Source: an optimization exercise on an open RTL-to-GDS flow (aim: small area, a short achievable clock period and few clock cycles per item). Production flows keep margins and buffers that such runs may drop.
Function was checked by simulation only, so behaviour that the tests miss may differ from the original.

**flow/config.mk**
```make
export PLATFORM = sky130hd
export DESIGN_NAME = pot_pickup_cv_mixer
export DESIGN_NICKNAME = pot_pickup_cv_mixer
export VERILOG_FILES = /design/flow/design.v
export SDC_FILE = /design/flow/constraint.sdc
export NUM_CORES = 4
export LEC_CHECK = 0
export ABC_AREA = 1
export CAP_MARGIN = 20
export CORE_MARGIN = 2
export CORE_UTILIZATION = 40
export SLEW_MARGIN = 20
```
**flow/constraint.sdc**
```tcl
create_clock -name core_clock -period 12.0 [get_ports {clk}]
set_input_delay 2.4000 -clock core_clock [delete_from_list [all_inputs] [get_ports {clk}]]
set_output_delay 2.4000 -clock core_clock [all_outputs]
set_load 0.01 [all_outputs]
```
**flow/design.v**
```verilog
`timescale 1ns / 1ps
package ppcm_pkg;
	localparam int FS_BITS    = 12;
	localparam logic [FS_BITS-1:0] FS_MAX = '1;
	localparam int NUM_KNOBS   = 3;
	localparam int NUM_PRESETS = 32;
	localparam int KIND_W    = 2;
	localparam int PRESET_W  = 5;
	localparam int KNOB_W    = 2;
	localparam int VAL_W     = 8;
	localparam int DEPTH_W   = 7;
	localparam int MODE_W    = 2;
	localparam int CFG_W     = DEPTH_W;
	localparam int CFG_IDX_W = 2;
	localparam int MAX_DEPTH = 100;
	localparam logic [DEPTH_W-1:0] DEPTH_CAP = DEPTH_W'(MAX_DEPTH);
	localparam logic [KIND_W-1:0] KIND_SAMPLE = 2'd0;
	localparam logic [KIND_W-1:0] KIND_LOAD   = 2'd1;
	localparam logic [KIND_W-1:0] KIND_CLEAR  = 2'd2;
	localparam logic [MODE_W-1:0] CV_OFF = 2'd0;
	localparam logic [MODE_W-1:0] CV_UNI = 2'd1;
	localparam logic [MODE_W-1:0] CV_BI  = 2'd2;
	localparam logic [CFG_IDX_W-1:0] REG_CV_MODE   = 2'd0;
	localparam logic [CFG_IDX_W-1:0] REG_CV_TARGET = 2'd1;
	localparam logic [CFG_IDX_W-1:0] REG_CV_DEPTH  = 2'd2;
	function automatic logic [VAL_W-1:0] div_fs(input logic [19:0] m);
		logic [VAL_W:0] s;
		s = {1'b0, m[7:0]} + {1'b0, m[19:12]} + 9'd1;
		div_fs = m[19:12] + VAL_W'(&m[11:8] && s[VAL_W]);
	endfunction
	function automatic logic [VAL_W-1:0] scale_sel(input logic [VAL_W-1:0] q,
			input logic [VAL_W-1:0] lo, input logic [VAL_W-1:0] hi, input logic neg);
		logic [VAL_W-1:0] r;
		if (!neg) begin
			r = lo + q;
		end else if (q != '0) begin
			r = lo;
		end else begin
			r = hi;
		end
		scale_sel = r;
	endfunction
	function automatic logic [VAL_W-1:0] clamp_r(input logic signed [10:0] x,
			input logic [VAL_W-1:0] lo, input logic [VAL_W-1:0] hi);
		logic [VAL_W-1:0] res;
		if (x < $signed({3'b000, lo})) begin
			res = lo;
		end else if (x > $signed({3'b000, hi})) begin
			res = hi;
		end else begin
			res = x[VAL_W-1:0];
		end
		clamp_r = res;
	endfunction
	function automatic logic [19:0] div_step4(input logic [19:0] rq, input logic [VAL_W-1:0] dvs,
			input logic [VAL_W+1:0] d3);
		logic [VAL_W+1:0] t;
		logic [VAL_W+2:0] s1, s2, s3;
		logic             g1, g2, g3;
		logic [VAL_W-1:0] r;
		t  = rq[19:10];
		s1 = {1'b0, t} - {3'b000, dvs};
		s2 = {1'b0, t} - {2'b00, dvs, 1'b0};
		s3 = {1'b0, t} - {1'b0, d3};
		g1 = !s1[VAL_W+2];
		g2 = !s2[VAL_W+2];
		g3 = !s3[VAL_W+2];
		r  = (t[VAL_W-1:0] & {VAL_W{!g1}}) | (s1[VAL_W-1:0] & {VAL_W{g1 && !g2}})
			| (s2[VAL_W-1:0] & {VAL_W{g2 && !g3}}) | (s3[VAL_W-1:0] & {VAL_W{g3}});
		div_step4 = {r, rq[9:0], g2, g3 || (g1 && !g2)};
	endfunction
	function automatic logic [19:0] cv_k(input logic [6:0] d);
		logic [19:0] k;
		case (d)
			7'd0: k = 20'd0;
			7'd1: k = 20'd5243;
			7'd2: k = 20'd10486;
			7'd3: k = 20'd15729;
			7'd4: k = 20'd20972;
			7'd5: k = 20'd26215;
			7'd6: k = 20'd31458;
			7'd7: k = 20'd36701;
			7'd8: k = 20'd41944;
			7'd9: k = 20'd47186;
			7'd10: k = 20'd52429;
			7'd11: k = 20'd57672;
			7'd12: k = 20'd62915;
			7'd13: k = 20'd68158;
			7'd14: k = 20'd73401;
			7'd15: k = 20'd78644;
			7'd16: k = 20'd83887;
			7'd17: k = 20'd89129;
			7'd18: k = 20'd94372;
			7'd19: k = 20'd99615;
			7'd20: k = 20'd104858;
			7'd21: k = 20'd110101;
			7'd22: k = 20'd115344;
			7'd23: k = 20'd120587;
			7'd24: k = 20'd125830;
			7'd25: k = 20'd131072;
			7'd26: k = 20'd136315;
			7'd27: k = 20'd141558;
			7'd28: k = 20'd146801;
			7'd29: k = 20'd152044;
			7'd30: k = 20'd157287;
			7'd31: k = 20'd162530;
			7'd32: k = 20'd167773;
			7'd33: k = 20'd173016;
			7'd34: k = 20'd178258;
			7'd35: k = 20'd183501;
			7'd36: k = 20'd188744;
			7'd37: k = 20'd193987;
			7'd38: k = 20'd199230;
			7'd39: k = 20'd204473;
			7'd40: k = 20'd209716;
			7'd41: k = 20'd214959;
			7'd42: k = 20'd220201;
			7'd43: k = 20'd225444;
			7'd44: k = 20'd230687;
			7'd45: k = 20'd235930;
			7'd46: k = 20'd241173;
			7'd47: k = 20'd246416;
			7'd48: k = 20'd251659;
			7'd49: k = 20'd256902;
			7'd50: k = 20'd262144;
			7'd51: k = 20'd267387;
			7'd52: k = 20'd272630;
			7'd53: k = 20'd277873;
			7'd54: k = 20'd283116;
			7'd55: k = 20'd288359;
			7'd56: k = 20'd293602;
			7'd57: k = 20'd298845;
			7'd58: k = 20'd304088;
			7'd59: k = 20'd309330;
			7'd60: k = 20'd314573;
			7'd61: k = 20'd319816;
			7'd62: k = 20'd325059;
			7'd63: k = 20'd330302;
			7'd64: k = 20'd335545;
			7'd65: k = 20'd340788;
			7'd66: k = 20'd346031;
			7'd67: k = 20'd351273;
			7'd68: k = 20'd356516;
			7'd69: k = 20'd361759;
			7'd70: k = 20'd367002;
			7'd71: k = 20'd372245;
			7'd72: k = 20'd377488;
			7'd73: k = 20'd382731;
			7'd74: k = 20'd387974;
			7'd75: k = 20'd393216;
			7'd76: k = 20'd398459;
			7'd77: k = 20'd403702;
			7'd78: k = 20'd408945;
			7'd79: k = 20'd414188;
			7'd80: k = 20'd419431;
			7'd81: k = 20'd424674;
			7'd82: k = 20'd429917;
			7'd83: k = 20'd435160;
			7'd84: k = 20'd440402;
			7'd85: k = 20'd445645;
			7'd86: k = 20'd450888;
			7'd87: k = 20'd456131;
			7'd88: k = 20'd461374;
			7'd89: k = 20'd466617;
			7'd90: k = 20'd471860;
			7'd91: k = 20'd477103;
			7'd92: k = 20'd482345;
			7'd93: k = 20'd487588;
			7'd94: k = 20'd492831;
			7'd95: k = 20'd498074;
			7'd96: k = 20'd503317;
			7'd97: k = 20'd508560;
			7'd98: k = 20'd513803;
			7'd99: k = 20'd519046;
			7'd100: k = 20'd524288;
			default: k = 20'd0;
		endcase
		cv_k = k;
	endfunction
	function automatic logic [10:0] cv_h(input logic [6:0] d);
		logic [10:0] h;
		case (d)
			7'd0: h = 11'd0;
			7'd1: h = 11'd20;
			7'd2: h = 11'd40;
			7'd3: h = 11'd61;
			7'd4: h = 11'd81;
			7'd5: h = 11'd102;
			7'd6: h = 11'd122;
			7'd7: h = 11'd143;
			7'd8: h = 11'd163;
			7'd9: h = 11'd184;
			7'd10: h = 11'd204;
			7'd11: h = 11'd225;
			7'd12: h = 11'd245;
			7'd13: h = 11'd266;
			7'd14: h = 11'd286;
			7'd15: h = 11'd307;
			7'd16: h = 11'd327;
			7'd17: h = 11'd348;
			7'd18: h = 11'd368;
			7'd19: h = 11'd389;
			7'd20: h = 11'd409;
			7'd21: h = 11'd429;
			7'd22: h = 11'd450;
			7'd23: h = 11'd470;
			7'd24: h = 11'd491;
			7'd25: h = 11'd511;
			7'd26: h = 11'd532;
			7'd27: h = 11'd552;
			7'd28: h = 11'd573;
			7'd29: h = 11'd593;
			7'd30: h = 11'd614;
			7'd31: h = 11'd634;
			7'd32: h = 11'd655;
			7'd33: h = 11'd675;
			7'd34: h = 11'd696;
			7'd35: h = 11'd716;
			7'd36: h = 11'd737;
			7'd37: h = 11'd757;
			7'd38: h = 11'd778;
			7'd39: h = 11'd798;
			7'd40: h = 11'd819;
			7'd41: h = 11'd839;
			7'd42: h = 11'd859;
			7'd43: h = 11'd880;
			7'd44: h = 11'd900;
			7'd45: h = 11'd921;
			7'd46: h = 11'd941;
			7'd47: h = 11'd962;
			7'd48: h = 11'd982;
			7'd49: h = 11'd1003;
			7'd50: h = 11'd1023;
			7'd51: h = 11'd1044;
			7'd52: h = 11'd1064;
			7'd53: h = 11'd1085;
			7'd54: h = 11'd1105;
			7'd55: h = 11'd1126;
			7'd56: h = 11'd1146;
			7'd57: h = 11'd1167;
			7'd58: h = 11'd1187;
			7'd59: h = 11'd1208;
			7'd60: h = 11'd1228;
			7'd61: h = 11'd1248;
			7'd62: h = 11'd1269;
			7'd63: h = 11'd1289;
			7'd64: h = 11'd1310;
			7'd65: h = 11'd1330;
			7'd66: h = 11'd1351;
			7'd67: h = 11'd1371;
			7'd68: h = 11'd1392;
			7'd69: h = 11'd1412;
			7'd70: h = 11'd1433;
			7'd71: h = 11'd1453;
			7'd72: h = 11'd1474;
			7'd73: h = 11'd1494;
			7'd74: h = 11'd1515;
			7'd75: h = 11'd1535;
			7'd76: h = 11'd1556;
			7'd77: h = 11'd1576;
			7'd78: h = 11'd1597;
			7'd79: h = 11'd1617;
			7'd80: h = 11'd1638;
			7'd81: h = 11'd1658;
			7'd82: h = 11'd1678;
			7'd83: h = 11'd1699;
			7'd84: h = 11'd1719;
			7'd85: h = 11'd1740;
			7'd86: h = 11'd1760;
			7'd87: h = 11'd1781;
			7'd88: h = 11'd1801;
			7'd89: h = 11'd1822;
			7'd90: h = 11'd1842;
			7'd91: h = 11'd1863;
			7'd92: h = 11'd1883;
			7'd93: h = 11'd1904;
			7'd94: h = 11'd1924;
			7'd95: h = 11'd1945;
			7'd96: h = 11'd1965;
			7'd97: h = 11'd1986;
			7'd98: h = 11'd2006;
			7'd99: h = 11'd2027;
			7'd100: h = 11'd2047;
			default: h = 11'd0;
		endcase
		cv_h = h;
	endfunction
endpackage
`timescale 1ns / 1ps
module ppcm_ram (
	input  logic                          clk,
	input  logic                          we,
	input  logic [ppcm_pkg::PRESET_W-1:0] wp,
	input  logic [ppcm_pkg::KNOB_W-1:0]   wk,
	input  logic [ppcm_pkg::VAL_W-1:0]    wd,
	input  logic [ppcm_pkg::PRESET_W-1:0] rp,
	input  logic [ppcm_pkg::KNOB_W-1:0]   rk,
	output logic [ppcm_pkg::VAL_W-1:0]    rdata
);
	logic [ppcm_pkg::NUM_PRESETS-1:0][ppcm_pkg::NUM_KNOBS-1:0][ppcm_pkg::VAL_W-1:0] mem_q;
	always_ff @(posedge clk) begin
		for (int p = 0; p < ppcm_pkg::NUM_PRESETS; p++) begin
			for (int k = 0; k < ppcm_pkg::NUM_KNOBS; k++) begin
				if (we && wp == ppcm_pkg::PRESET_W'(p) && wk == ppcm_pkg::KNOB_W'(k)) begin
					mem_q[p][k] <= wd;
				end
			end
		end
	end
	always_comb begin
		rdata = '0;
		for (int p = 0; p < ppcm_pkg::NUM_PRESETS; p++) begin
			for (int k = 0; k < ppcm_pkg::NUM_KNOBS; k++) begin
				rdata = rdata | (mem_q[p][k]
					& {ppcm_pkg::VAL_W{rp == ppcm_pkg::PRESET_W'(p) && rk == ppcm_pkg::KNOB_W'(k)}});
			end
		end
	end
endmodule
`timescale 1ns / 1ps
module ppcm_lvl_div #(
	parameter int N = 1
) (
	input  logic [19:0]                   rq_i,
	input  logic [ppcm_pkg::VAL_W-1:0]    dvs,
	input  logic [ppcm_pkg::VAL_W+1:0]    d3,
	output logic [19:0]                   rq_o
);
	always_comb begin
		rq_o = rq_i;
		for (int i = 0; i < N; i++) begin
			rq_o = ppcm_pkg::div_step4(rq_o, dvs, d3);
		end
	end
endmodule
`timescale 1ns / 1ps
module pot_pickup_cv_mixer (
	input  logic                           clk,
	input  logic                           arst_n,
	input  logic                           in_valid,
	output logic                           in_ready,
	input  logic [ppcm_pkg::KIND_W-1:0]    in_kind,
	input  logic [ppcm_pkg::PRESET_W-1:0]  in_preset,
	input  logic [ppcm_pkg::KNOB_W-1:0]    in_knob,
	input  logic [ppcm_pkg::FS_BITS-1:0]   in_knob_reading,
	input  logic [ppcm_pkg::FS_BITS-1:0]   in_cv_reading,
	input  logic [ppcm_pkg::VAL_W-1:0]     in_range_low,
	input  logic [ppcm_pkg::VAL_W-1:0]     in_range_high,
	input  logic [ppcm_pkg::VAL_W-1:0]     in_load_value,
	output logic                           out_valid,
	input  logic                           out_ready,
	output logic [ppcm_pkg::FS_BITS-1:0]   out_drive_level,
	output logic [ppcm_pkg::VAL_W-1:0]     out_param_value,
	output logic                           out_picked_up,
	input  logic                           cfg_we,
	input  logic [ppcm_pkg::CFG_IDX_W-1:0] cfg_index,
	input  logic [ppcm_pkg::CFG_W-1:0]     cfg_data
);
	localparam int VW = ppcm_pkg::VAL_W;
	localparam int FW = ppcm_pkg::FS_BITS;
	localparam int PW = ppcm_pkg::PRESET_W;
	localparam int KW = ppcm_pkg::KNOB_W;
	localparam int NSK = 9;
	logic [NSK-1:0] skv_q;
	logic [NSK-1:0] en;
	logic [ppcm_pkg::MODE_W-1:0]  cv_mode_q;
	logic [KW-1:0]                cv_target_q;
	logic [ppcm_pkg::DEPTH_W-1:0] cv_depth_q;
	always_ff @(posedge clk or negedge arst_n) begin
		if (!arst_n) begin
			cv_mode_q   <= ppcm_pkg::CV_OFF;
			cv_target_q <= '0;
			cv_depth_q  <= '0;
		end else if (cfg_we) begin
			unique case (cfg_index)
				ppcm_pkg::REG_CV_MODE:   cv_mode_q   <= cfg_data[ppcm_pkg::MODE_W-1:0];
				ppcm_pkg::REG_CV_TARGET: cv_target_q <= cfg_data[KW-1:0];
				ppcm_pkg::REG_CV_DEPTH:  cv_depth_q  <= cfg_data;
				default: ;
			endcase
		end
	end
	logic [ppcm_pkg::DEPTH_W-1:0] dsat;
	logic [19:0] cvk_q;
	logic [10:0] cvh_q;
	logic        cvon_q;
	logic        m_uni_q, m_bi_q;
	always_comb begin
		dsat = (cv_depth_q > ppcm_pkg::DEPTH_CAP) ? ppcm_pkg::DEPTH_CAP : cv_depth_q;
	end
	always_ff @(posedge clk) begin
		cvk_q    <= ppcm_pkg::cv_k(dsat);
		cvh_q    <= ppcm_pkg::cv_h(dsat);
		cvon_q   <= cv_depth_q != '0;
		m_uni_q  <= cv_mode_q == ppcm_pkg::CV_UNI;
		m_bi_q   <= cv_mode_q == ppcm_pkg::CV_BI;
	end
	logic            a_v;
	logic [1:0]      a_kind;
	logic [PW-1:0]   a_preset;
	logic [KW-1:0]   a_knob;
	logic [FW-1:0]   a_rd, a_cvr;
	logic [VW-1:0]   a_lo, a_hi;
	assign in_ready = en[0];
	always_ff @(posedge clk or negedge arst_n) begin
		if (!arst_n) begin
			a_v <= 1'b0;
		end else if (en[1]) begin
			a_v <= in_valid;
		end
	end
	always_ff @(posedge clk) begin
		if (en[1]) begin
			a_kind   <= in_kind;
			a_preset <= in_preset;
			a_knob   <= in_knob;
			a_rd     <= (in_kind == ppcm_pkg::KIND_LOAD) ? FW'(in_load_value) : in_knob_reading;
			a_cvr    <= in_cv_reading;
			a_lo     <= in_range_low;
			a_hi     <= in_range_high;
		end
	end
	logic            a_neg;
	logic [VW-1:0]   a_span;
	logic [25:0]     a_pl, a_ph;
	always_comb begin
		a_neg  = a_hi < a_lo;
		a_span = a_neg ? a_lo - a_hi : a_hi - a_lo;
		a_pl   = 26'(a_cvr[5:0]) * 26'(cvk_q);
		a_ph   = 26'(a_cvr[11:6]) * 26'(cvk_q);
	end
	logic            b_v;
	logic [1:0]      b_kind;
	logic            b_load, b_sample, b_clear, b_k3, b_cvsel, b_neg;
	logic [PW-1:0]   b_preset;
	logic [KW-1:0]   b_knob;
	always_comb begin
		b_load   = b_kind == ppcm_pkg::KIND_LOAD;
		b_sample = b_kind == ppcm_pkg::KIND_SAMPLE;
		b_clear  = b_kind == ppcm_pkg::KIND_CLEAR;
		b_k3     = b_knob == 2'd3;
		b_cvsel  = (b_knob == cv_target_q) && cvon_q;
	end
	logic [FW-1:0]   b_rd;
	logic [VW-1:0]   b_lo, b_hi, b_span;
	logic [19:0]     b_pl;
	logic [25:0]     b_ph;
	always_ff @(posedge clk or negedge arst_n) begin
		if (!arst_n) begin
			b_v <= 1'b0;
		end else if (en[2]) begin
			b_v <= a_v;
		end
	end
	always_ff @(posedge clk) begin
		if (en[2]) begin
			b_kind   <= a_kind;
			b_neg    <= a_neg;
			b_preset <= a_preset;
			b_knob   <= a_knob;
			b_rd     <= a_rd;
			b_lo     <= a_lo;
			b_hi     <= a_hi;
			b_span   <= a_span;
			b_pl     <= a_pl[25:6];
			b_ph     <= a_ph;
		end
	end
	logic [25:0]     b_sum;
	always_comb begin
		b_sum = 26'(b_pl) + b_ph;
	end
	logic            c_v;
	logic [1:0]      c_kind;
	logic            c_load, c_sample, c_clear, c_k3, c_cvsel, c_neg;
	logic [PW-1:0]   c_preset;
	logic [KW-1:0]   c_knob;
	always_comb begin
		c_load   = c_kind == ppcm_pkg::KIND_LOAD;
		c_sample = c_kind == ppcm_pkg::KIND_SAMPLE;
		c_clear  = c_kind == ppcm_pkg::KIND_CLEAR;
		c_k3     = c_knob == 2'd3;
		c_cvsel  = (c_knob == cv_target_q) && cvon_q;
	end
	logic [FW-1:0]   c_rd, c_c;
	logic [VW-1:0]   c_lo, c_hi, c_span;
	logic [19:0]     c_mp, c_mh;
	always_ff @(posedge clk or negedge arst_n) begin
		if (!arst_n) begin
			c_v <= 1'b0;
		end else if (en[3]) begin
			c_v <= b_v;
		end
	end
	always_ff @(posedge clk) begin
		if (en[3]) begin
			c_kind   <= b_kind;
			c_neg    <= b_neg;
			c_preset <= b_preset;
			c_knob   <= b_knob;
			c_rd     <= b_rd;
			c_c      <= b_sum[24:13];
			c_lo     <= b_lo;
			c_hi     <= b_hi;
			c_span   <= b_span;
			c_mp     <= 20'(b_rd) * 20'(b_span);
			c_mh     <= 20'(cvh_q) * 20'(b_span);
		end
	end
	logic [VW-1:0]   c_qp, c_qh, c_p8;
	logic [FW:0]     c_uni;
	logic signed [FW+1:0] c_bi;
	logic [FW-1:0]   c_lvl;
	always_comb begin
		c_qp  = ppcm_pkg::div_fs(c_mp);
		c_qh  = ppcm_pkg::div_fs(c_mh);
		c_p8  = ppcm_pkg::scale_sel(c_qp, c_lo, c_hi, c_neg);
		c_uni = {1'b0, c_rd} + {1'b0, c_c};
		c_bi  = $signed({2'b00, c_rd}) + $signed({2'b00, c_c}) - $signed({3'b000, cvh_q});
		if (!c_cvsel) begin
			c_lvl = c_rd;
		end else if (m_uni_q) begin
			c_lvl = c_uni[FW] ? ppcm_pkg::FS_MAX : c_uni[FW-1:0];
		end else if (m_bi_q) begin
			if (c_bi < 0) begin
				c_lvl = '0;
			end else if (c_bi > $signed({2'b00, ppcm_pkg::FS_MAX})) begin
				c_lvl = ppcm_pkg::FS_MAX;
			end else begin
				c_lvl = c_bi[FW-1:0];
			end
		end else begin
			c_lvl = c_rd;
		end
	end
	logic            d_v;
	logic [1:0]      d_kind;
	logic            d_load, d_sample, d_clear, d_k3, d_cvsel, d_neg, d_lt2, d_hnz;
	logic [PW-1:0]   d_preset;
	logic [KW-1:0]   d_knob;
	always_comb begin
		d_load   = d_kind == ppcm_pkg::KIND_LOAD;
		d_sample = d_kind == ppcm_pkg::KIND_SAMPLE;
		d_clear  = d_kind == ppcm_pkg::KIND_CLEAR;
		d_k3     = d_knob == 2'd3;
		d_cvsel  = (d_knob == cv_target_q) && cvon_q;
	end
	logic [FW-1:0]   d_lvl;
	logic [VW-1:0]   d_lo, d_hi, d_span, d_p8v, d_qp, d_qh;
	logic [19:0]     d_mc;
	always_ff @(posedge clk or negedge arst_n) begin
		if (!arst_n) begin
			d_v <= 1'b0;
		end else if (en[4]) begin
			d_v <= c_v;
		end
	end
	always_ff @(posedge clk) begin
		if (en[4]) begin
			d_kind   <= c_kind;
			d_neg    <= c_neg;
			d_lt2    <= {c_hi, 1'b0} < {1'b0, c_lo};
			d_hnz    <= c_hi != '0;
			d_preset <= c_preset;
			d_knob   <= c_knob;
			d_lvl    <= c_lvl;
			d_lo     <= c_lo;
			d_hi     <= c_hi;
			d_span   <= c_span;
			d_p8v    <= c_load ? c_rd[VW-1:0] : c_p8;
			d_qp     <= c_qp;
			d_qh     <= c_qh;
			d_mc     <= 20'(c_c) * 20'(c_span);
		end
	end
	logic [VW-1:0]   d_qc;
	logic            d_pz, d_cz, d_hz, d_vlo;
	logic signed [VW+2:0] d_t;
	always_comb begin
		d_qc = ppcm_pkg::div_fs(d_mc);
		d_pz = d_qp == '0;
		d_cz = d_qc == '0;
		d_hz = d_qh == '0;
		if (m_uni_q) begin
			d_t   = $signed({3'b000, d_qp}) + $signed({3'b000, d_qc}) + $signed({3'b000, d_lo});
			d_vlo = d_pz && d_cz && d_lt2;
		end else if (m_bi_q) begin
			d_t   = $signed({3'b000, d_qp}) + $signed({3'b000, d_qc}) - $signed({3'b000, d_qh});
			if (d_cz == d_hz) begin
				d_vlo = d_pz;
			end else if (!d_cz) begin
				d_vlo = d_pz && d_lt2;
			end else begin
				d_vlo = d_pz || d_hnz;
			end
		end else begin
			d_t   = $signed({3'b000, d_qp});
			d_vlo = !d_pz;
		end
	end
	logic            e_v;
	logic [1:0]      e_kind;
	logic            e_load, e_sample, e_clear, e_k3, e_cvsel, e_neg;
	logic [PW-1:0]   e_preset;
	logic [KW-1:0]   e_knob;
	always_comb begin
		e_load   = e_kind == ppcm_pkg::KIND_LOAD;
		e_sample = e_kind == ppcm_pkg::KIND_SAMPLE;
		e_clear  = e_kind == ppcm_pkg::KIND_CLEAR;
		e_k3     = e_knob == 2'd3;
		e_cvsel  = (e_knob == cv_target_q) && cvon_q;
	end
	logic [FW-1:0]   e_lvl;
	logic [VW-1:0]   e_lo, e_vneg, e_span, e_p8v;
	logic signed [VW+2:0] e_t;
	always_ff @(posedge clk or negedge arst_n) begin
		if (!arst_n) begin
			e_v <= 1'b0;
		end else if (en[5]) begin
			e_v <= d_v;
		end
	end
	always_ff @(posedge clk) begin
		if (en[5]) begin
			e_kind   <= d_kind;
			e_neg    <= d_neg;
			e_preset <= d_preset;
			e_knob   <= d_knob;
			e_lvl    <= d_lvl;
			e_lo     <= d_lo;
			e_vneg   <= d_vlo ? d_lo : d_hi;
			e_span   <= d_span;
			e_p8v    <= d_p8v;
			e_t      <= d_t;
		end
	end
	logic [VW-1:0]   e_vcv, e_wd, e_srd;
	logic            e_fwd;
	always_comb begin
		if (e_neg) begin
			e_vcv = e_vneg;
		end else if (e_t < 0) begin
			e_vcv = e_lo;
		end else if (e_t > $signed({3'b000, e_span})) begin
			e_vcv = e_lo + e_span;
		end else begin
			e_vcv = e_lo + e_t[VW-1:0];
		end
		e_wd = (e_cvsel && !e_load) ? e_vcv : e_p8v;
	end
	logic            f_v;
	logic [1:0]      f_kind;
	logic            f_load, f_sample, f_clear, f_k3, f_cvsel, f_neg, f_fwd;
	logic [PW-1:0]   f_preset;
	logic [KW-1:0]   f_knob;
	always_comb begin
		f_load   = f_kind == ppcm_pkg::KIND_LOAD;
		f_sample = f_kind == ppcm_pkg::KIND_SAMPLE;
		f_clear  = f_kind == ppcm_pkg::KIND_CLEAR;
		f_k3     = f_knob == 2'd3;
		f_cvsel  = (f_knob == cv_target_q) && cvon_q;
	end
	logic [FW-1:0]   f_lvl;
	logic [VW-1:0]   f_lo, f_span, f_p8v, f_wd, f_srd;
	logic            w_we, l_we;
	logic [VW-1:0]   l_wd;
	logic [ppcm_pkg::NUM_KNOBS-1:0] flags_q;
	ppcm_ram u_ram (
		.clk   (clk),
		.we    (w_we && en[6]),
		.wp    (f_preset),
		.wk    (f_knob),
		.wd    (f_wd),
		.rp    (e_preset),
		.rk    (e_knob),
		.rdata (e_srd)
	);
	always_comb begin
		e_fwd = f_v && (f_preset == e_preset) && (f_knob == e_knob);
	end
	always_ff @(posedge clk or negedge arst_n) begin
		if (!arst_n) begin
			f_v <= 1'b0;
		end else if (en[6]) begin
			f_v <= e_v;
		end
	end
	always_ff @(posedge clk) begin
		if (en[6]) begin
			f_kind   <= e_kind;
			f_neg    <= e_neg;
			f_fwd    <= e_fwd;
			f_preset <= e_preset;
			f_knob   <= e_knob;
			f_lvl    <= e_lvl;
			f_lo     <= e_lo;
			f_span   <= e_span;
			f_p8v    <= e_p8v;
			f_wd     <= e_wd;
			f_srd    <= e_srd;
			l_we     <= w_we;
			l_wd     <= f_wd;
		end
	end
	logic [VW-1:0]   f_s, f_val, f_rem0;
	logic            f_hit, f_fk, f_usea, f_inr, f_useq, f_pu;
	logic signed [VW+1:0] f_n;
	logic [FW-1:0]   f_lvlx;
	logic [VW+1:0]   f_span3;
	always_comb begin
		f_s    = (f_fwd && l_we) ? l_wd : f_srd;
		f_hit  = f_p8v == f_s;
		unique case (f_knob)
			2'd0:    f_fk = flags_q[0];
			2'd1:    f_fk = flags_q[1];
			2'd2:    f_fk = flags_q[2];
			default: f_fk = 1'b0;
		endcase
		w_we   = f_v && !f_k3 && (f_load || (f_sample && (f_cvsel || f_fk)));
		f_usea = f_cvsel || f_fk || f_hit;
		f_val  = f_k3 ? '0 : (w_we ? f_wd : f_s);
		if (f_k3 || f_clear) begin
			f_pu = 1'b0;
		end else if (f_sample) begin
			f_pu = f_fk || f_hit;
		end else begin
			f_pu = f_fk;
		end
		f_n    = f_neg ? $signed({2'b00, f_lo}) - $signed({2'b00, f_s})
		               : $signed({2'b00, f_s}) - $signed({2'b00, f_lo});
		f_inr  = (f_n > 0) && (f_n <= $signed({2'b00, f_span}));
		f_rem0 = f_neg ? f_lo + ~f_s : f_s + ~f_lo;
		if (!f_sample || f_k3) begin
			f_lvlx = '0;
		end else if (f_usea) begin
			f_lvlx = f_lvl;
		end else if (f_n <= 0 || f_span == '0) begin
			f_lvlx = '0;
		end else begin
			f_lvlx = ppcm_pkg::FS_MAX;
		end
		f_useq  = f_sample && !f_k3 && !f_usea && f_inr;
		f_span3 = {2'b00, f_span} + {1'b0, f_span, 1'b0};
	end
	always_ff @(posedge clk or negedge arst_n) begin
		if (!arst_n) begin
			flags_q <= '0;
		end else if (en[6] && f_v) begin
			if (f_clear) begin
				flags_q <= '0;
			end else if (f_sample && !f_k3 && f_hit) begin
				flags_q[f_knob] <= 1'b1;
			end
		end
	end
	logic            g_v, g_pu;
	logic [19:0]     g_rq, g_rqn;
	logic [VW-1:0]   g_dvs, g_val;
	logic [VW+1:0]   g_d3;
	always_ff @(posedge clk or negedge arst_n) begin
		if (!arst_n) begin
			g_v <= 1'b0;
		end else if (en[7]) begin
			g_v <= f_v;
		end
	end
	always_ff @(posedge clk) begin
		if (en[7]) begin
			g_pu  <= f_pu;
			g_val <= f_val;
			g_rq  <= f_useq ? {f_rem0, 4'hF, ~f_rem0} : {8'd0, f_lvlx};
			g_dvs <= f_useq ? f_span : 8'd1;
			g_d3  <= f_useq ? f_span3 : 10'd3;
		end
	end
	ppcm_lvl_div #(.N(2)) u_div_g (
		.rq_i (g_rq),
		.dvs  (g_dvs),
		.d3   (g_d3),
		.rq_o (g_rqn)
	);
	logic            h_v, h_pu;
	logic [19:0]     h_rq, h_rqn;
	logic [VW-1:0]   h_dvs, h_val;
	logic [VW+1:0]   h_d3;
	always_ff @(posedge clk or negedge arst_n) begin
		if (!arst_n) begin
			h_v <= 1'b0;
		end else if (en[7]) begin
			h_v <= g_v;
		end
	end
	always_ff @(posedge clk) begin
		if (en[7]) begin
			h_pu  <= g_pu;
			h_val <= g_val;
			h_rq  <= g_rqn;
			h_dvs <= g_dvs;
			h_d3  <= g_d3;
		end
	end
	ppcm_lvl_div #(.N(2)) u_div_h (
		.rq_i (h_rq),
		.dvs  (h_dvs),
		.d3   (h_d3),
		.rq_o (h_rqn)
	);
	logic            i_v, i_pu;
	logic [19:0]     i_rq, i_rqn;
	logic [VW-1:0]   i_dvs, i_val;
	logic [VW+1:0]   i_d3;
	always_ff @(posedge clk or negedge arst_n) begin
		if (!arst_n) begin
			i_v <= 1'b0;
		end else if (en[8]) begin
			i_v <= h_v;
		end
	end
	always_ff @(posedge clk) begin
		if (en[8]) begin
			i_pu  <= h_pu;
			i_val <= h_val;
			i_rq  <= h_rqn;
			i_dvs <= h_dvs;
			i_d3  <= h_d3;
		end
	end
	ppcm_lvl_div #(.N(2)) u_div_i (
		.rq_i (i_rq),
		.dvs  (i_dvs),
		.d3   (i_d3),
		.rq_o (i_rqn)
	);
	logic            r_v;
	logic [FW+VW:0]  r_res;
	always_ff @(posedge clk or negedge arst_n) begin
		if (!arst_n) begin
			r_v <= 1'b0;
		end else if (en[8]) begin
			r_v <= i_v;
		end
	end
	always_ff @(posedge clk) begin
		if (en[8]) begin
			r_res <= {i_rqn[FW-1:0], i_val, i_pu};
		end
	end
	logic            o_v;
	logic [FW+VW:0]  o_d, sk_d;
	logic            push, o_free;
	always_comb begin
		en     = ~skv_q;
		push   = en[8] && r_v;
		o_free = !o_v || out_ready;
	end
	always_ff @(posedge clk or negedge arst_n) begin
		if (!arst_n) begin
			o_v <= 1'b0;
		end else if (o_free) begin
			o_v <= skv_q[8] || push;
		end
	end
	always_ff @(posedge clk or negedge arst_n) begin
		if (!arst_n) begin
			skv_q <= '0;
		end else begin
			for (int k = 0; k < NSK; k++) begin
				if (o_free) begin
					skv_q[k] <= 1'b0;
				end else if (!skv_q[k] && r_v) begin
					skv_q[k] <= 1'b1;
				end
			end
		end
	end
	always_ff @(posedge clk) begin
		if (en[8]) begin
			sk_d <= r_res;
		end
		if (o_free) begin
			o_d <= skv_q[8] ? sk_d : r_res;
		end
	end
	assign out_valid       = o_v;
	assign out_drive_level = o_d[FW+VW:VW+1];
	assign out_param_value = o_d[VW:1];
	assign out_picked_up   = o_d[0];
endmodule
```
**flow/run.sh**
```bash
#!/bin/bash
# synth_recipe.tcl (not shown) runs the flow's synth.tcl, then flattens the netlist and writes it again
# the make line also repeats each setting of config.mk as NAME=value (left out here)
make -C /OpenROAD-flow-scripts/flow DESIGN_CONFIG=/design/flow/config.mk WORK_HOME=/design/flow/orfs CLKGATE_MAP_FILE= SYNTH_SCRIPT=/design/flow/synth_recipe.tcl finish
```
==> summary.txt, run 1 <==
The fraction of the mapped netlist area in compound gates came out at 6.80%. For this design the top-level I/O count stands at 94. The share of flip-flops with an asynchronous set or reset after synthesis is between 2 and 2.5%. STA puts the critical path data required time at 12.52 ns.

The number of hold buffers added after CTS was 0. The number of non-filler instances in the completed layout is between 10000 and 15000. The tool flagged a number of max-cap violations equal to 0.

The category of the critical setup timing path is flip-flop to flip-flop. The maximum fanout count along the critical path is 24. The quantity of I/O buffers inserted on ports came out at between 90 and 100.

In this run the tightest slew margin relative to its limit is 11.7%. The run finished with no timing, DRC or antenna violations. The portion of netlist area occupied by mux cells came out at less than 1%. The nature of the critical path endpoint is a flip-flop.

The initial detailed-routing violation count is slightly above 7000. Summing the areas of all and, or, nand and nor instances in the mapped netlist gives between 10% and 20% of the synthesized area. The CTS H-tree depth came out at 4.

After detailed placement, the design holds a cell count of approximately 12000. The die boundary height came out at approximately 470 um. The number of antenna violations at the first check in global routing is 7. The critical path data arrival time came out at about 5.6 ns.

The root buffer cell chosen for the clock tree is clkbuf_16. The final layout contains roughly 9800 nets. The setup violation total in the final timing report is 0.

The number of post-CTS setup repair buffers is 0. The initialized floorplan defines ~170 standard-cell rows. The detailed-route via count is between 60000 and 70000. The sink count of the clock tree is 1502. The share of synthesized cell area in full adder, half adder and majority cells came out at 15.7%.

Counting every net in the synthesized netlist gives 9668. The number of remaining DRC errors is 0. The starting density of the core is approximately 40%. Global routing used between 20% and 30% of the available tracks. The synthesis warning total is 3.

The path type of the worst min-delay path is flip-flop to flip-flop. Cells with a size suffix above 1 make up under 10% of the layout. TritonCTS built the clock tree. The final routed wirelength across all metal layers came out at about 280000 um.

Summing every instance area after synthesis gives around 87000 um2. The number of global-route vias before repair is 63300. The full die area came out at between 200000 and 250000 um2. The dominant combinational cell family by area after synthesis is simple AND/OR/NAND/NOR gates. After layout, the worst setup slack is roughly 6.9 ns.

The worst setup slack before clock tree synthesis is ~6.9 ns. The worst clock skew on the final layout is 0.0779 ns. The number of buffers added by the clock tree synthesis step came out at between 150 and 200. Setup repair after global routing left no endpoint under its margin. The time the worst path needs with I/O delays and setup came out at roughly 5.1 ns. The register bit count reported by yosys came out at 1502. Among all flip-flop cells after synthesis, the most frequent one is edfxtp_1. The number of antenna-violating nets in the routed design came out at 0.

The number of distinct library cells after synthesis came out at 67. STA classifies the critical path startpoint as a flip-flop. The sequential fraction of the synthesis area came out at around half. For the pin with the worst max-slew slack, the measured transition is 1.32 ns. Entering global routing, the biggest net connects 93 pins. The post-synthesis area per instance came out at approximately 10 um2. Summing the areas of all xor and xnor instances in the mapped netlist gives under 10% of the synthesized area. The floorplan step defined a core boundary enclosing approximately 220000 um2. The ratio of final minimum period to clock period is between 40% and 50%. Counting flops with a built-in enable in the synthesized netlist gives between 1000 and 1500. The die outline width came out at roughly 470 um. The detail-routed via count per cell came out at 5.41. The worst hold path passes through 0 cells. The maximum root-to-sink buffer count came out at 3. Based on the critical path, the design can be clocked at up to between 0.15 and 0.2 GHz. The layout has around 20000 filler cells. After detailed routing, the average wire length per cell comes to around 23 um. The global-route wire length before repair is just over 400000 um. The insertion delay to the later sink of the worst-skew pair is 0.86 ns. The synthesis-to-finish area growth is 11.5%. After clock tree synthesis, the clock-pin slew on the worst setup and hold paths is roughly 0.06 ns.

Synthesis handed over a netlist of 8721 instances. The count of endpoints failing hold in the final timing report is 0. The detailed placer's ending HPWL is 202000 um. The number of pins with negative max-slew slack in the final report is 0.

The total negative slack is 0 ns. The cell depth of the worst flop-to-flop path came out at 18. The worst-case hold slack came out at between 0.4 and 0.5 ns. The final weighted congestion of routability-driven global placement is about 1. For this run, the detailed router's first-pass iteration total came to 7.

The quantity of gates resized following cts came out at 0. For this run the aggregate overflow at the end of global routing stands at 0.
cells in the mapped netlist, types with 6 or more instances:
master / number / area share [%]
nor2_2: 16 / 0.12
nand2_1: 2427 / 10
o21bai_1: 19 / 0.16
o22ai_1: 9 / 0.065
buf_6: 6 / 0.078
a21oi_1: 389 / 2.2
ha_1: 521 / 7.5
a211oi_1: 16 / 0.14
o221ai_1: 7 / 0.071
a221oi_1: 68 / 0.69
nand2_2: 13 / 0.094
nor3_1: 39 / 0.22
clkinv_1: 8 / 0.035
nand3_1: 388 / 2.2
o211ai_1: 35 / 0.30
nand4_1: 160 / 1.2
clkbuf_2: 13 / 0.075
fa_1: 355 / 8.2
buf_2: 36 / 0.21
a22o_1: 68 / 0.69
xor2_1: 147 / 1.5
a21o_1: 23 / 0.20
inv_1: 1198 / 5.2
a31oi_1: 27 / 0.19
nand3b_1: 16 / 0.14
dfxtp_1: 33 / 0.76
o2111ai_1: 17 / 0.17
xnor2_1: 69 / 0.70
nor4_1: 17 / 0.12
a21boi_0: 6 / 0.052
o21a_1: 12 / 0.10
or2_2: 48 / 0.35
or2_1: 10 / 0.072
inv_2: 31 / 0.13
dfrtp_1: 34 / 0.98
clkbuf_1: 128 / 0.55
a22oi_1: 6 / 0.052
nor2_1: 550 / 2.4
buf_1: 16 / 0.069
o21ai_0: 234 / 1.3
o21ai_1: 11 / 0.063
edfxtp_1: 1435 / 50
o31ai_1: 12 / 0.10
state kept, by name, summed over array words and instances, names as in the netlist, 11 cells and up:
| register | count |
|---|---|
| e_t | 11 |
| b_ph | 25 |
| o_d | 21 |
| a_cvr | 12 |
| d_lvl | 12 |
| cvk_q | 19 |
| i_rq | 20 |
| b_rd | 12 |
| c_c | 12 |
| u_ram.mem_q | 768 |
| e_lvl | 12 |
| g_rq | 20 |
| c_mh | 19 |
| a_rd | 12 |
| f_lvl | 12 |
| r_res | 21 |
| h_rq | 20 |
| d_mc | 20 |
| sk_d | 21 |
| c_mp | 20 |
| cvh_q | 11 |
| b_pl | 20 |
| c_rd | 12 |
cells by family after synthesis:
family                     Yosys count
xor gates and xnor gates           216
AOI/OAI and AO/OA                  972
muxes                                2
DFF                               1502
buffers and inverters             1439
adders and majority gates          876
and+or+nand+nor                   3714
cells in the final DEF, fill, tap and decap left out, drive strengths merged, types with 147 or more instances in the layout:
master,synthesis,routed
nand2,2442,2442
edfxtp,1435,1435
inv,1229,1238
nor2,570,570
ha,521,521
nand3,392,392
a21oi,389,389
fa,355,355
o21ai,247,247
clkbuf,141,203
nand4,161,161
xor2,147,147
per-layer routing:
| layer | GRT usage, % | vias up | wire length, um |
|---|---|---|---|
| met5 | 0 | - | 19 |
| li1 | - | 29500 | - |
| met1 | 32.8 | 31200 | 113000 |
| met3 | 4.15 | 632 | 22300 |
| met2 | 39.5 | 2843 | 126000 |
| met4 | 11.4 | 4 | 14500 |
area by class of cell:
class                           count  area (um2)  area share (%)
Antenna cell                        1        2.50         0.00258
Clock buffer                      203        4380            4.51
Clock inverter                    106        1260            1.30
Inverter                         1237        4650            4.80
Multi-Input combinational cell   5780       36900            38.1
Sequential cell                  1502       44600            46.0
Tap cell                         2854        3570            3.68
Timing Repair Buffer              175        1540            1.59
path summary, 6_finish.rpt:
kind / slack [ns] / start / endpoint
max in group asynchronous: 9.98 / arst_n / i_v
max: 6.89 / b_span[3] / c_mp[14]
min: 0.41 / b_hi[3] / c_hi[3]
min in group asynchronous: 1.54 / arst_n / cv_depth_q[3]
min reg2reg: 0.41 / b_hi[3] / c_hi[3]
max reg2reg: 6.89 / b_span[3] / c_mp[14]
critical path, cell delays in order, from the launching register on:
cell,delay (ns)
edfxtp_1,0.98
nand2_1,0.18
fa_1,0.53
fa_1,0.55
inv_1,0.05
fa_1,0.48
inv_1,0.06
fa_1,0.48
inv_1,0.04
ha_1,0.34
nand2_1,0.08
inv_1,0.04
a21oi_1,0.28
o21ai_0,0.18
a21oi_1,0.16
o21bai_1,0.11
nand2_1,0.08
nand2_1,0.05
xor2_1,0.13
stage by stage:
step	util [%]	cell area [um2]
6_report	44.8	96900
5_1_grt	44.8	96900
4_1_cts	44.7	96900
3_5_place_dp	42.1	91300
3_3_place_gp	42.1	91200
2_1_floorplan	-	86900
Testbench counts, summed over its fixed seeds: cycles 14,424, items 13,686.
==> run 2, diff against run 1 <==
--- a/flow/design.v
+++ b/flow/design.v
@@ -423,3 +423,3 @@
 	logic            a_neg;
-	logic [VW-1:0]   a_span;
+	logic [VW-1:0]   a_span, a_span2;
 	logic [25:0]     a_pl, a_ph;
@@ -428,2 +428,3 @@
 		a_span = a_neg ? a_lo - a_hi : a_hi - a_lo;
+		a_span2 = a_neg ? VW'(~(a_hi - a_lo)) + 8'd1 : a_hi - a_lo;
 		a_pl   = 26'(a_cvr[5:0]) * 26'(cvk_q);
@@ -444,3 +445,3 @@
 	logic [FW-1:0]   b_rd;
-	logic [VW-1:0]   b_lo, b_hi, b_span;
+	logic [VW-1:0]   b_lo, b_hi, b_span, b_span2;
 	logic [19:0]     b_pl;
@@ -464,2 +465,3 @@
 			b_span   <= a_span;
+			b_span2  <= a_span2;
 			b_pl     <= a_pl[25:6];
@@ -485,3 +487,3 @@
 	logic [FW-1:0]   c_rd, c_c;
-	logic [VW-1:0]   c_lo, c_hi, c_span;
+	logic [VW-1:0]   c_lo, c_hi, c_span, c_span2;
 	logic [19:0]     c_mp, c_mh;
@@ -505,4 +507,5 @@
 			c_span   <= b_span;
+			c_span2  <= b_span2;
 			c_mp     <= 20'(b_rd) * 20'(b_span);
-			c_mh     <= 20'(cvh_q) * 20'(b_span);
+			c_mh     <= 20'(cvh_q) * 20'(b_span2);
 		end
@@ -572,3 +575,3 @@
 			d_qh     <= c_qh;
-			d_mc     <= 20'(c_c) * 20'(c_span);
+			d_mc     <= 20'(c_c) * 20'(c_span2);
 		end
==> summary.txt, run 2 <==
The core area came to 219000 um2 (+1.2%). The dominant delay contributor by cell family on the critical path is adder cells. The setup slack after layout came out at 6.95 ns (+0.0624 ns). The overall global routing resource usage came out at 24.4% (-0.31 points).

The flip-flop count of the largest register, all copies and words added is 768 (unchanged). The number of top-level pins came to 94 (unchanged). The worst setup slack for register-to-register paths is 6.95 ns (+0.06 ns).

The normalized max-slew margin is 10.9% (-0.83 points). The worst hold path belongs to the class flip-flop to flip-flop. The cell depth of the worst flop-to-flop path is 18 (unchanged).

The flow ran to the end and the layout has no timing, DRC or antenna violations. The top cell types in the final layout, fill and taps aside, are 2514 x nand2_1, 1449 x edfxtp_1, 1306 x inv_1. Setup repair after global routing left no endpoint under its margin. The post-synth net total came out at 9880 (+2.2%).

The number of distinct library cells after synthesis came out at 66 (-1.5%). The number of remaining DRC errors is 0 (unchanged).

The CTS H-tree depth came out at 4 (unchanged). The detailed-route via count is 65000 (+1.3%). The worst hold path startpoint is i_val[1]. The largest net degree at the start of global routing was 82 (-12%). The detail-routed via count per cell is 5.38 (-0.54%). The total standard cell area after synthesis is 87900 um2 (+1.1%). The most frequently used cell type in the post-synthesis netlist is nand2_1.

Ranked by instance count, the synthesized netlist is headed by 2514 x nand2_1, 1449 x edfxtp_1, 1315 x inv_1, 600 x nor2_1, 522 x ha_1. The worst setup slack before clock tree synthesis was 6.99 ns (+0.0880 ns). The slowest stage cell on the critical path is edfxtp_1. The global-route wire length before repair came out at 407000 um (-0.11%).

The number of antenna-violating nets in the routed design was 0 (unchanged). The CTS tree is done. The biggest cell delay along the critical path came out at 0.64 ns (-0.34 ns). The CTS clock-pin slew for the worst setup and hold paths came out at 0.06 ns (about the same). In the post-synthesis netlist, the biggest area contributors are edfxtp_1 49%, nand2_1 11%, fa_1 8.1%.

The synthesis warning total was 3 (unchanged). The number of antenna violations at the first check in global routing is 4 (-3). The logic depth of the worst setup path including buffers is 18 (unchanged).

The maximum root-to-sink buffer count is 3 (unchanged). The average routed wire per standard cell came out at 22.7 um (-2.4%). The number of cells produced by synthesis came out at 8932 (+2.4%).

Traced cell by cell, the critical path runs through nand2_1 -> fa_1 -> fa_1 -> inv_1 -> fa_1 -> inv_1 -> fa_1 -> inv_1 -> ha_1 -> nand2_1 -> inv_1 -> a21oi_1 -> o21ai_0 -> a21boi_0 -> o21ai_0 -> nand3_1 -> nand3_1 -> nand2_1. The initial detailed-routing violation count was 6985 (-2.5%). The count of endpoints failing hold in the final timing report came to 0 (unchanged). The end of the worst register-to-register path is d_mc[16].

The end point of the most critical hold path is r_res[2]. The number of post-CTS setup repair buffers is 0 (unchanged).

The number of instances on the worst hold path is 0 (unchanged). The sequential fraction of the synthesis area came out at 51.2% (-0.092 points). The die outline width was 473 um (+0.56%). The share of the synthesized area in the top cell type is 49.5% (-0.073 points). The share of final-layout standard cells stronger than drive strength 1 is 4.86% (-0.72 points). The quantity of gates resized following cts was 0 (unchanged). The actual slew at the worst max-slew pin is 1.33 ns (+0.0155 ns). The final routed wirelength across all metal layers is 274000 um (-0.60%). The number of enable flip-flop cells after synthesis is 1449 (+0.98%). CTS placed an instance of clkbuf_16 at the clock tree root. The quantity of I/O buffers inserted on ports is 93 (unchanged).

The post-route standard cell area excluding fillers is 97700 um2 (+0.83%). The final weighted congestion of routability-driven global placement came to 0.968 (-3.1%). The buffer and inverter count on the worst path came to 4 (unchanged). The starting density of the core came out at 40.1% (about the same). The cts-stage hold buffer count is 0 (unchanged).

The time the worst path needs with I/O delays and setup came to 5.05 ns (-0.0624 ns). In the final layout, the registers with the most flip-flops are u_ram.mem_q (768), b_ph (25). The number of buffers added by the clock tree synthesis step came to 164 (unchanged).

The register name with the most flops is u_ram.mem_q. The sink count of the clock tree came out at 1516 (+0.93%). The full die area came out at 224000 um2 (+1.1%).

The setup violation total in the final timing report came out at 0 (unchanged). The register bit count reported by yosys was 1516 (+0.93%). The die boundary height is 473 um (+0.56%).

The detailed placer's ending HPWL came out at 203000 um (+0.47%). The library cell used most frequently in the layout, excluding fill and tap cells, is nand2_1. Summed over all instances, the cell type with the most area after synthesis is edfxtp_1. The number of nets in the finished design came out at 10000 (+2.1%). The total negative slack is 0 ns (unchanged). The site row count came to 172 (+0.58%). The post-synthesis area per instance came out at 9.84 um2 (-1.3%). The worst clock skew on the final layout came out at 0.0751 ns (-0.00278 ns). The number of pins with negative max-slew slack in the final report came out at 0 (unchanged). The required time of the worst setup path is 12.54 ns (+0.02 ns).

The insertion delay to the later sink of the worst-skew pair came out at 0.84 ns (-0.02 ns). The total placed instance area came out at 92200 um2 (+1.0%). The critical path data arrival time is 5.59 ns (-0.05 ns).

The ratio of final minimum period to clock period came out at 42.1% (-0.52 points). STA classifies the critical path startpoint as a flip-flop. The first-pass iteration count of the detailed router came out at 7 (unchanged). The maximum clock frequency is 0.198 GHz (+1.2%). The worst setup path is of the flip-flop to flip-flop kind. The share of flip-flops with an asynchronous set or reset after synthesis came out at 2.24% (-0.021 points). The max-capacitance violation count came out at 0 (unchanged). The maximum fanout count along the critical path is 12 (-50%). The flip-flop cell with the highest count after synthesis is edfxtp_1.

The count of fill cells added during filler insertion came out at 20700 (+0.92%). The startpoint identified for the worst register-to-register timing path is c_span2[2]. The synthesis-to-finish area growth came out at 11.1%. The nature of the critical path endpoint is a flip-flop. The final global-route overflow total came out at 0 (unchanged). The number of global-route vias before repair came out at 63400 (+0.096%).
-- run 2: kinds of logic after synthesis --
family | Yosys count | synth area share (%)
DFF | 1516 | 51.2
buffers and inverters | 1536 | 6.69
AOI/OAI and AO/OA | 971 | 6.65
xor gates and xnor gates | 219 | 2.18
and+or+nand+nor | 3813 | 17.8
adders and majority gates | 877 | 15.5
-- run 2: metrics by stage --
step / util, % / instances / hold slack (ns)
after floorplan: - / 8932 / 0.400
final: 44.6 / 12100 / 0.406
after detailed placement: 42.1 / 11800 / 0.405
after global routing: 44.6 / 12100 / 0.409
after CTS: 44.6 / 12100 / 0.407
after global placement: 42.1 / 11800 / 0.403
-- run 2: final cells by class --
cell class	count	area (um2)	area share, %
well taps	2871	3590	3.68
clock inverters	92	1060	1.08
clock buffers	211	4410	4.51
multi-input cells	5880	37100	37.9
inverters	1330	5000	5.12
diodes	6	15.0	0.0154
flip-flops and latches	1516	45000	46.1
repair buffers	175	1550	1.58
-- run 2: layer usage --
layer | part of all wire [%] | vias to the layer above | track usage (%)
li1 | - | 29900 | -
met1 | 42 | 31700 | 33.2
met2 | 45 | 2823 | 38.5
met3 | 8.4 | 523 | 4.60
met4 | 4.0 | 2 | 9.13
met5 | 0.025 | - | 0.238
-- run 2: worst max path at each step --
stage,to,slack (ns),startpoint
2_1_floorplan,d_mc[16],7.49,c_span2[2]
3_3_place_gp,d_mc[16],6.96,c_span2[3]
3_5_place_dp,d_mc[16],6.99,c_span2[2]
4_1_cts,d_mc[16],6.95,c_span2[2]
5_1_grt,d_mc[16],6.59,c_span2[2]
6_report,d_mc[16],6.95,c_span2[2]
Testbench counts of run 2, summed over its fixed seeds: cycles 14,424, items 13,686.
==> run 3, diff against run 2 <==
--- a/flow/design.v
+++ b/flow/design.v
@@ -551,3 +551,5 @@
 	logic [FW-1:0]   d_lvl;
-	logic [VW-1:0]   d_lo, d_hi, d_span, d_p8v, d_qp, d_qh;
+	logic [VW-1:0]   d_lo, d_hi, d_span, d_p8v;
+	logic            d_pz, d_hz;
+	logic signed [VW+2:0] d_base;
 	logic [19:0]     d_mc;
@@ -573,4 +575,11 @@
 			d_p8v    <= c_load ? c_rd[VW-1:0] : c_p8;
-			d_qp     <= c_qp;
-			d_qh     <= c_qh;
+			d_pz     <= c_qp == '0;
+			d_hz     <= c_qh == '0;
+			if (m_uni_q) begin
+				d_base <= $signed({3'b000, c_qp}) + $signed({3'b000, c_lo});
+			end else if (m_bi_q) begin
+				d_base <= $signed({3'b000, c_qp}) - $signed({3'b000, c_qh});
+			end else begin
+				d_base <= $signed({3'b000, c_qp});
+			end
 			d_mc     <= 20'(c_c) * 20'(c_span2);
@@ -579,3 +588,3 @@
 	logic [VW-1:0]   d_qc;
-	logic            d_pz, d_cz, d_hz, d_vlo;
+	logic            d_cz, d_vlo;
 	logic signed [VW+2:0] d_t;
@@ -583,10 +592,8 @@
 		d_qc = ppcm_pkg::div_fs(d_mc);
-		d_pz = d_qp == '0;
 		d_cz = d_qc == '0;
-		d_hz = d_qh == '0;
 		if (m_uni_q) begin
-			d_t   = $signed({3'b000, d_qp}) + $signed({3'b000, d_qc}) + $signed({3'b000, d_lo});
+			d_t   = d_base + $signed({3'b000, d_qc});
 			d_vlo = d_pz && d_cz && d_lt2;
 		end else if (m_bi_q) begin
-			d_t   = $signed({3'b000, d_qp}) + $signed({3'b000, d_qc}) - $signed({3'b000, d_qh});
+			d_t   = d_base + $signed({3'b000, d_qc});
 			if (d_cz == d_hz) begin
@@ -599,3 +606,3 @@
 		end else begin
-			d_t   = $signed({3'b000, d_qp});
+			d_t   = d_base;
 			d_vlo = !d_pz;
==> summary.txt, run 3 <==
The share of the synthesized area in the top cell type is 49.4% (-0.080 points). The die outline width is 473 um (about the same).

The largest net degree at the start of global routing came out at 86 (+4.9%). The number of top-level pins came to 94 (unchanged). The CTS H-tree depth is 4 (unchanged). The setup slack after layout is 7.12 ns (+0.175 ns).

The flip-flop count of the largest register, all copies and words added came to 768 (unchanged). The detail-routed via count per cell is 5.41 (+0.56%). The flow ran to the end and the layout has no timing, DRC or antenna violations. The final routed wirelength across all metal layers was 276000 um (+0.68%). The time the worst path needs with I/O delays and setup is 4.88 ns (-0.175 ns).

The end of the worst register-to-register path is c_mp[13]. The detailed-route via count came out at 64700 (-0.46%). In the final layout, the registers with the most flip-flops are u_ram.mem_q (768), b_ph (25). The detailed placer's ending HPWL was 205000 um (+0.86%). The cell depth of the worst flop-to-flop path is 17 (-1). The most frequently used cell type in the post-synthesis netlist is nand2_1. The number of distinct library cells after synthesis came out at 76 (+15%).

The CTS clock-pin slew for the worst setup and hold paths is 0.06 ns (about the same). The required time of the worst setup path came out at 12.57 ns (+0.03 ns). The overall global routing resource usage came out at 24.5% (+0.17 points). The normalized max-slew margin is 9.79% (-1.1 points). Tracing the worst setup path back leads to its startpoint at b_span[2]. The insertion delay to the later sink of the worst-skew pair is 0.86 ns (+0.02 ns). TritonCTS built the clock tree.

In this run the worst setup path terminates at c_mp[13]. The sequential fraction of the synthesis area is 51.1% (-0.078 points). The setup violation total in the final timing report came out at 0 (unchanged). The starting density of the core is 40.4% (+0.23 points). The ratio of final minimum period to clock period was 40.6% (-1.5 points). The max-capacitance violation count was 0 (unchanged). The actual slew at the worst max-slew pin came out at 1.34 ns (+0.00891 ns).

The root buffer cell is clkbuf_16. The share of flip-flops with an asynchronous set or reset after synthesis is 2.25% (+0.0059 points). The commonest cells after synthesis are 2362 x nand2_1, 1445 x edfxtp_1, 1321 x inv_1, 522 x nor2_1, 515 x ha_1. The quantity of gates resized following cts is 0 (unchanged). The die boundary height came out at 473 um (about the same). In this run the worst hold path is classified as flip-flop to flip-flop. The worst setup slack for register-to-register paths is 7.12 ns (+0.18 ns). The maximum clock frequency is 0.205 GHz (+3.6%).

The initial detailed-routing violation count is 7291 (+4.4%). The worst setup slack before clock tree synthesis came out at 7.15 ns (+0.154 ns). The final weighted congestion of routability-driven global placement is 0.989 (+2.2%). The worst clock skew on the final layout is 0.0780 ns (+0.00287 ns). The full die area came to 223000 um2 (-0.11%). The top cell types in the final layout, fill and taps aside, are 2362 x nand2_1, 1445 x edfxtp_1, 1312 x inv_1. The number of buffers added by the clock tree synthesis step came to 161 (-1.8%). The number of enable flip-flop cells after synthesis was 1445 (-0.28%). The core area is 218000 um2 (-0.68%). The maximum fanout count along the critical path came out at 13 (+1). The number of global-route vias before repair came out at 63300 (-0.15%). The number of cells produced by synthesis is 8845 (-0.97%). The average routed wire per standard cell was 23.1 um (+1.7%).

The number of antenna violations at the first check in global routing came to 10 (+6). In the synthesized netlist the dominant register cell turns out to be edfxtp_1. STA classifies the critical path startpoint as a flip-flop. The count of endpoints failing hold in the final timing report came out at 0 (unchanged). The number of nets in the finished design is 9907 (-1.1%). The post-synthesis area per instance came to 9.93 um2 (+0.87%). The number of remaining DRC errors came out at 0 (unchanged).

Setup repair after global routing left no endpoint under its margin. The number of post-CTS setup repair buffers came to 0 (unchanged). The share of final-layout standard cells stronger than drive strength 1 is 5.00% (+0.14 points). The total negative slack is 0 ns (unchanged).

The maximum root-to-sink buffer count came to 3 (unchanged). The register bit count reported by yosys came to 1512 (-0.26%). The commonest non-fill, non-tap cell in the layout is nand2_1. The reg-to-reg critical path startpoint is b_span[2]. The site row count is 171 (-0.58%). By area the synthesized netlist is led by edfxtp_1 49%, nand2_1 10%, fa_1 8.1%. The critical path data arrival time was 5.45 ns (-0.14 ns). The cts-stage hold buffer count came out at 0 (unchanged).

The first-pass iteration count of the detailed router came to 6 (-1). The number of pins with negative max-slew slack in the final report came out at 0 (unchanged). From synthesis to final layout, the design area changed by 10.9%. The quantity of I/O buffers inserted on ports was 93 (unchanged).

The worst setup path is of the flip-flop to flip-flop kind. The final global-route overflow total is 0 (unchanged). The register name with the most flops is u_ram.mem_q. The worst-case hold slack was 0.368 ns (-0.0382 ns). The synthesis warning total is 3 (unchanged). The global-route wire length before repair is 409000 um (+0.36%). The biggest area contributor in the post-synthesis netlist is edfxtp_1.

The sink count of the clock tree came out at 1512 (-0.26%). The post-synth net total is 9785 (-0.96%).

The total standard cell area after synthesis is 87800 um2 (-0.12%). The number of antenna-violating nets in the routed design is 0 (unchanged). The worst setup path is captured at a flip-flop.
run 3: logic make-up after synthesis:
| kind of cell | Yosys count | share of synthesized area, % |
|---|---|---|
| simple gates | 3699 | 17.6 |
| buf+inv | 1545 | 6.74 |
| flops | 1512 | 51.1 |
| compound gates | 998 | 6.89 |
| fa+ha+maj | 869 | 15.4 |
| xor+xnor | 218 | 2.17 |
| mux | 4 | 0.0456 |
run 3: worst min-delay path by stage:
stage                    from        end  slack (ns)  cells past startpoint
floorplan           a_kind[0]  b_kind[0]        0.40                      0
global placement    d_knob[0]  e_knob[0]        0.40                      0
detailed placement  a_knob[0]  b_knob[0]        0.40                      0
CTS                  h_val[1]   i_val[1]        0.37                      0
global route          i_rq[4]  r_res[17]        0.39                      0
finish               h_val[1]   i_val[1]        0.37                      0
run 3: per-stage QoR:
step	std cells	util (%)	area [um2]
after floorplan	8845	-	87800
after global placement	11700	42.3	92000
after detailed placement	11700	42.3	92000
after CTS	12000	44.7	97400
after global routing	12000	44.8	97400
final	12000	44.8	97400
run 3: layout make-up:
class	instances	area (um2)
Tap cell	2854	3570
Inverter	1337	5030
Timing Repair Buffer	167	1490
Sequential cell	1512	44900
Clock buffer	192	4180
Fill cell	20300	120000
Clock inverter	106	1130
Multi-Input combinational cell	5788	37100
Antenna cell	2	5.00
run 3: worst max-delay path, cell delays in order (launching register included):
cell      delay [ns]
edfxtp_1        0.58
nand2_1         0.13
inv_1           0.06
fa_1            0.44
fa_1            0.49
inv_1           0.05
fa_1            0.54
inv_1           0.05
fa_1            0.44
ha_1            0.38
nand2_1         0.06
o21ai_0         0.35
a21boi_0        0.23
o21ai_0         0.40
nand2_1         0.09
a21oi_1         0.14
nor2_1          0.06
xnor2_1         0.12
run 3: layer usage:
layer / part of all wire [%] / track usage, % / wire, um
met4: 4.3 / 9.67 / 11900
met2: 45 / 38.4 / 123000
met5: 0.022 / 0 / 60
met3: 9.2 / 4.90 / 25400
met1: 42 / 33.5 / 116000
Testbench counts of run 3, summed over its fixed seeds: cycles 14,424, items 13,686.

afterwards: timing with drivers on the ports:
No port has a modelled driver above. Below, the same layouts with a new extraction and two added sets of constraints. Step 1 (the two cells are an assumption about what drives the block):
set clk [get_ports {clk}]
set_driving_cell -lib_cell sky130_fd_sc_hd__clkbuf_16 $clk
set_driving_cell -lib_cell sky130_fd_sc_hd__buf_2 [delete_from_list [all_inputs] $clk]
Step 2 moves the port delays by t, midway between the first and last clock arrival at a register: inputs arrive t later, outputs are due t later. That takes back most of the time a late clock gives input paths. Three values: no drivers, after step 1, after step 2; two values: the first two.
run	shift t [ns]	setup WS [ns]	worst setup path after step 2
run 1	0.896	6.887 / 6.887 / 6.887	register to register
run 2	0.878	6.949 / 6.949 / 6.949	register to register
run 3	0.905	7.125 / 7.125 / 7.125	register to register
After both steps every run listed still meets setup and hold.
